This is an optimization exercise on Yosys and OpenROAD, whose aim is small area, not a production implementation. Where RTL was checked, it was by simulation tests only, not by an equivalence proof against the original. The flow treats the clock pin as an ideal source, which a real chip does not have.

==> flow/design.v <==
`timescale 1ns / 1ps
`timescale 1ns / 1ps
`timescale 1ns / 1ps
`timescale 1ns / 1ps
module double_ended_queue_top (
   input  logic        clock,
   input  logic        reset,
   input  logic        req_tvalid,
   output logic        req_tready,
   input  logic [31:0] req_tdata,
   input  logic [2:0]  req_tuser,
   output logic        rsp_tvalid,
   input  logic        rsp_tready,
   output logic [31:0] rsp_tdata,
   output logic [1:0]  rsp_tuser,
   output logic        rsp_tlast
);
   logic [31:0] mem [16];
   logic [3:0] head_ff, tailp1_ff;
   logic       full_ff, dump_ff;
   logic       rsp_valid_ff, rsp_isdata_ff, rsp_last_ff;
   logic [1:0] rsp_stat_ff;
   logic [3:0] rsp_idx_ff;
   logic       out_free, accept, is_empty;
   logic [3:0] head_dec, head_inc, tailp1_dec, tailp1_inc, idx_inc;
   assign out_free   = !rsp_valid_ff || rsp_tready;
   assign req_tready = !dump_ff && out_free;
   assign accept     = req_tvalid && req_tready;
   assign is_empty   = (head_ff == tailp1_ff) && !full_ff;
   assign head_dec   = head_ff - 4'd1;
   assign head_inc   = head_ff + 4'd1;
   assign tailp1_dec = tailp1_ff - 4'd1;
   assign tailp1_inc = tailp1_ff + 4'd1;
   assign idx_inc    = rsp_idx_ff + 4'd1;
   logic       do_push, do_pop, op_back;
   assign op_back = req_tuser[0];
   assign do_push = accept && (req_tuser[2:1] == 2'b00) && !full_ff;
   assign do_pop  = accept && (req_tuser[2:1] == 2'b01) && !is_empty;
   logic [3:0] waddr;
   assign waddr = op_back ? tailp1_ff : head_dec;
   logic [15:0] we;
   deq_dec u_wdec (.en(do_push), .a(waddr), .y(we));
   genvar gi;
   generate
      for (gi = 0; gi < 16; gi++) begin : g_mem
         always_ff @(posedge clock) begin
            if (we[gi]) mem[gi] <= req_tdata;
         end
      end
   endgenerate
   always_ff @(posedge clock) begin
      if (reset) begin
         head_ff      <= '0;
         tailp1_ff    <= '0;
         full_ff      <= 1'b0;
         dump_ff      <= 1'b0;
         rsp_valid_ff <= 1'b0;
      end else begin
         if (rsp_tready) rsp_valid_ff <= 1'b0;
         if (dump_ff) begin
            if (out_free) begin
               rsp_valid_ff <= 1'b1;
               if (idx_inc == tailp1_dec) dump_ff <= 1'b0;
            end
         end else if (accept) begin
            unique case (req_tuser)
               3'd0, 3'd1: begin
                  rsp_valid_ff <= 1'b1;
                  if (!full_ff) begin
                     if (op_back) tailp1_ff <= tailp1_inc;
                     else         head_ff   <= head_dec;
                     full_ff <= (op_back ? tailp1_inc : tailp1_ff) == (op_back ? head_ff : head_dec);
                  end
               end
               3'd2, 3'd3: begin
                  rsp_valid_ff <= 1'b1;
                  if (!is_empty) begin
                     if (op_back) tailp1_ff <= tailp1_dec;
                     else         head_ff   <= head_inc;
                     full_ff <= 1'b0;
                  end
               end
               3'd4: begin
                  if (is_empty) rsp_valid_ff <= 1'b1;
                  else          dump_ff      <= 1'b1;
               end
               default: begin
               end
            endcase
         end
      end
   end
   always_ff @(posedge clock) begin
      if (dump_ff) begin
         if (out_free) begin
            rsp_idx_ff    <= idx_inc;
            rsp_isdata_ff <= 1'b1;
            rsp_stat_ff   <= 2'd0;
            rsp_last_ff   <= (idx_inc == tailp1_dec);
         end
      end else if (accept) begin
         rsp_last_ff   <= 1'b1;
         rsp_isdata_ff <= do_pop;
         rsp_idx_ff    <= (req_tuser == 3'd4) ? head_dec : (op_back ? tailp1_dec : head_ff);
         rsp_stat_ff   <= (req_tuser[2:1] == 2'b00) ? (full_ff ? 2'd2 : 2'd0) : (is_empty ? 2'd1 : 2'd0);
      end
   end
   logic [15:0] rsel;
   deq_dec u_rdec (.en(rsp_isdata_ff), .a(rsp_idx_ff), .y(rsel));
   generate
      for (gi = 0; gi < 32; gi++) begin : g_rd
         logic [15:0] col;
         for (genvar j = 0; j < 16; j++) begin : g_col
            assign col[j] = mem[j][gi];
         end
         deq_rd_bit u_rd (.d(col), .s(rsel), .y(rsp_tdata[gi]));
      end
   endgenerate
   assign rsp_tvalid = rsp_valid_ff;
   assign rsp_tuser  = rsp_stat_ff;
   assign rsp_tlast  = rsp_last_ff;
endmodule
module deq_dec (
   input  logic        en,
   input  logic [3:0]  a,
   output logic [15:0] y
);
   logic [3:0] lo, hi;
   always_comb begin
      for (int k = 0; k < 4; k++) begin
         lo[k] = en && a[1:0] == 2'(k);
         hi[k] = a[3:2] == 2'(k);
      end
   end
   for (genvar i = 0; i < 16; i++) begin : g_and
      deq_and2 u_and (.a(lo[i % 4]), .b(hi[i / 4]), .y(y[i]));
   end
endmodule
module deq_and2 (
   input  logic a,
   input  logic b,
   output logic y
);
   assign y = a & b;
endmodule
module deq_rd_bit (
   input  logic [15:0] d,
   input  logic [15:0] s,
   output logic        y
);
   logic [5:0] n;
   for (genvar k = 0; k < 5; k++) begin : g_aoi
      deq_aoi222 u_aoi (.a(d[3*k+2:3*k]), .b(s[3*k+2:3*k]), .y(n[k]));
   end
   deq_nand2 u_nand (.a(d[15]), .b(s[15]), .y(n[5]));
   deq_nand6 u_or (.a(n), .y(y));
endmodule
module deq_aoi222 (
   input  logic [2:0] a,
   input  logic [2:0] b,
   output logic       y
);
   assign y = !((a[0] & b[0]) | (a[1] & b[1]) | (a[2] & b[2]));
endmodule
module deq_nand2 (
   input  logic a,
   input  logic b,
   output logic y
);
   assign y = !(a & b);
endmodule
module deq_nand6 (
   input  logic [5:0] a,
   output logic       y
);
   assign y = !(&a);
endmodule
==> flow/config.mk <==
export PLATFORM = sky130hd
export DESIGN_NAME = double_ended_queue_top
export DESIGN_NICKNAME = double_ended_queue_top
export VERILOG_FILES = /design/flow/design.v
export SDC_FILE = /design/flow/constraint.sdc
export NUM_CORES = 4
export LEC_CHECK = 0
export CAP_MARGIN = 20
export CORE_MARGIN = 2
export CORE_UTILIZATION = 60
export SLEW_MARGIN = 20
export SYNTH_HIERARCHICAL = 1
==> flow/constraint.sdc <==
create_clock -name core_clock -period 5.0 [get_ports {clock}]
set_input_delay 1.0000 -clock core_clock [delete_from_list [all_inputs] [get_ports {clock}]]
set_output_delay 1.0000 -clock core_clock [all_outputs]
set_load 0.01 [all_outputs]
standard.sh (not shown) runs the stock make flow with config.mk's settings and CLKGATE_MAP_FILE= SYNTH_SCRIPT=/design/flow/synth_recipe.tcl, a recipe that flattens the netlist after the stock synthesis.
==> flow/flow/run.sh <==
#!/bin/bash
# Standard ORFS layout (the standard.sh), with two changes:
#  - port buffers are buf_1 cells instead of the tool's default pick;
#  - CTS clusters more sinks per leaf buffer and adds no dummy loads.
# make's full output goes to standard.log; ORFS keeps each step's log under orfs/logs.
set -euo pipefail
bash standard.sh \
  "BUFFER_PORTS_ARGS=-buffer_cell sky130_fd_sc_hd__buf_1" \
  "CTS_ARGS=-sink_clustering_enable -repair_clock_nets -dont_use_dummy_load -buf_list sky130_fd_sc_hd__clkbuf_16 -sink_clustering_size 32 -sink_clustering_max_diameter 150" \
  finish > standard.log 2>&1
==> next run, changes <==
--- a/flow/design.v
+++ b/flow/design.v
@@ -36,17 +36,19 @@
    assign op_back = req_tuser[0];
    assign do_push = accept && (req_tuser[2:1] == 2'b00) && !full_ff;
    assign do_pop  = accept && (req_tuser[2:1] == 2'b01) && !is_empty;
    logic [3:0] waddr;
    assign waddr = op_back ? tailp1_ff : head_dec;
-   logic [15:0] we;
-   deq_dec u_wdec (.en(do_push), .a(waddr), .y(we));
+   logic [15:0] we_lo, we_hi;
+   deq_dec u_wdec_lo (.en(do_push), .a(waddr), .y(we_lo));
+   deq_dec u_wdec_hi (.en(do_push), .a(waddr), .y(we_hi));
    genvar gi;
    generate
       for (gi = 0; gi < 16; gi++) begin : g_mem
          always_ff @(posedge clock) begin
-            if (we[gi]) mem[gi] <= req_tdata;
+            if (we_lo[gi]) mem[gi][15:0]  <= req_tdata[15:0];
+            if (we_hi[gi]) mem[gi][31:16] <= req_tdata[31:16];
          end
       end
    endgenerate
    always_ff @(posedge clock) begin
       if (reset) begin
@@ -103,19 +105,20 @@
          rsp_isdata_ff <= do_pop;
          rsp_idx_ff    <= (req_tuser == 3'd4) ? head_dec : (op_back ? tailp1_dec : head_ff);
          rsp_stat_ff   <= (req_tuser[2:1] == 2'b00) ? (full_ff ? 2'd2 : 2'd0) : (is_empty ? 2'd1 : 2'd0);
       end
    end
-   logic [15:0] rsel;
-   deq_dec u_rdec (.en(rsp_isdata_ff), .a(rsp_idx_ff), .y(rsel));
+   logic [15:0] rsel_lo, rsel_hi;
+   deq_dec u_rdec_lo (.en(rsp_isdata_ff), .a(rsp_idx_ff), .y(rsel_lo));
+   deq_dec u_rdec_hi (.en(rsp_isdata_ff), .a(rsp_idx_ff), .y(rsel_hi));
    generate
       for (gi = 0; gi < 32; gi++) begin : g_rd
          logic [15:0] col;
          for (genvar j = 0; j < 16; j++) begin : g_col
             assign col[j] = mem[j][gi];
          end
-         deq_rd_bit u_rd (.d(col), .s(rsel), .y(rsp_tdata[gi]));
+         deq_rd_bit u_rd (.d(col), .s(gi < 16 ? rsel_lo : rsel_hi), .y(rsp_tdata[gi]));
       end
    endgenerate
    assign rsp_tvalid = rsp_valid_ff;
    assign rsp_tuser  = rsp_stat_ff;
    assign rsp_tlast  = rsp_last_ff;
@@ -123,27 +126,13 @@
 module deq_dec (
    input  logic        en,
    input  logic [3:0]  a,
    output logic [15:0] y
 );
-   logic [3:0] lo, hi;
    always_comb begin
-      for (int k = 0; k < 4; k++) begin
-         lo[k] = en && a[1:0] == 2'(k);
-         hi[k] = a[3:2] == 2'(k);
-      end
+      for (int i = 0; i < 16; i++) y[i] = en && a == 4'(i);
    end
-   for (genvar i = 0; i < 16; i++) begin : g_and
-      deq_and2 u_and (.a(lo[i % 4]), .b(hi[i / 4]), .y(y[i]));
-   end
-endmodule
-module deq_and2 (
-   input  logic a,
-   input  logic b,
-   output logic y
-);
-   assign y = a & b;
 endmodule
 module deq_rd_bit (
    input  logic [15:0] d,
    input  logic [15:0] s,
    output logic        y
The changed run finished clean.
Utilization goes up by 1.9 points.
Critical path depth goes up by 1.
Synthesized area goes up slightly.
Clock-buffer cell count is unchanged.
Wire length goes up by a few percent.
Setup slack gets worse by 0.28 ns.
Global-route usage goes up by 1.3 points.
No functional check of the RTL was part of the second run of this note.

## separate check: timing with driven ports
The flow's constraints put no driver on any port. The routed layouts listed below were extracted and timed again, unchanged, in two steps. Step 1 sets driving cells, clkbuf_16 on the clock port and buf_2 on the other inputs (assumed; they add their load-dependent delay and slew). Step 2 also shifts input and output timing later by t, the mid clock arrival at the registers, as if the neighbouring blocks saw the same clock. Three values: no drivers, after step 1, after step 2; two values: the first two.
run | t (ns) | setup WS [ns] | worst setup path at the end | worst register clock-pin slew, ns | cell pins on the clock port's net
the first run | 0.589 | 0.878 / 0.822 / 1.401 | input to register | 0.12 / 0.12 | 1
the second run | 0.589 | 0.602 / 0.551 / 1.140 | register to output | 0.12 / 0.12 | 1
After both steps every run listed still meets setup and hold.
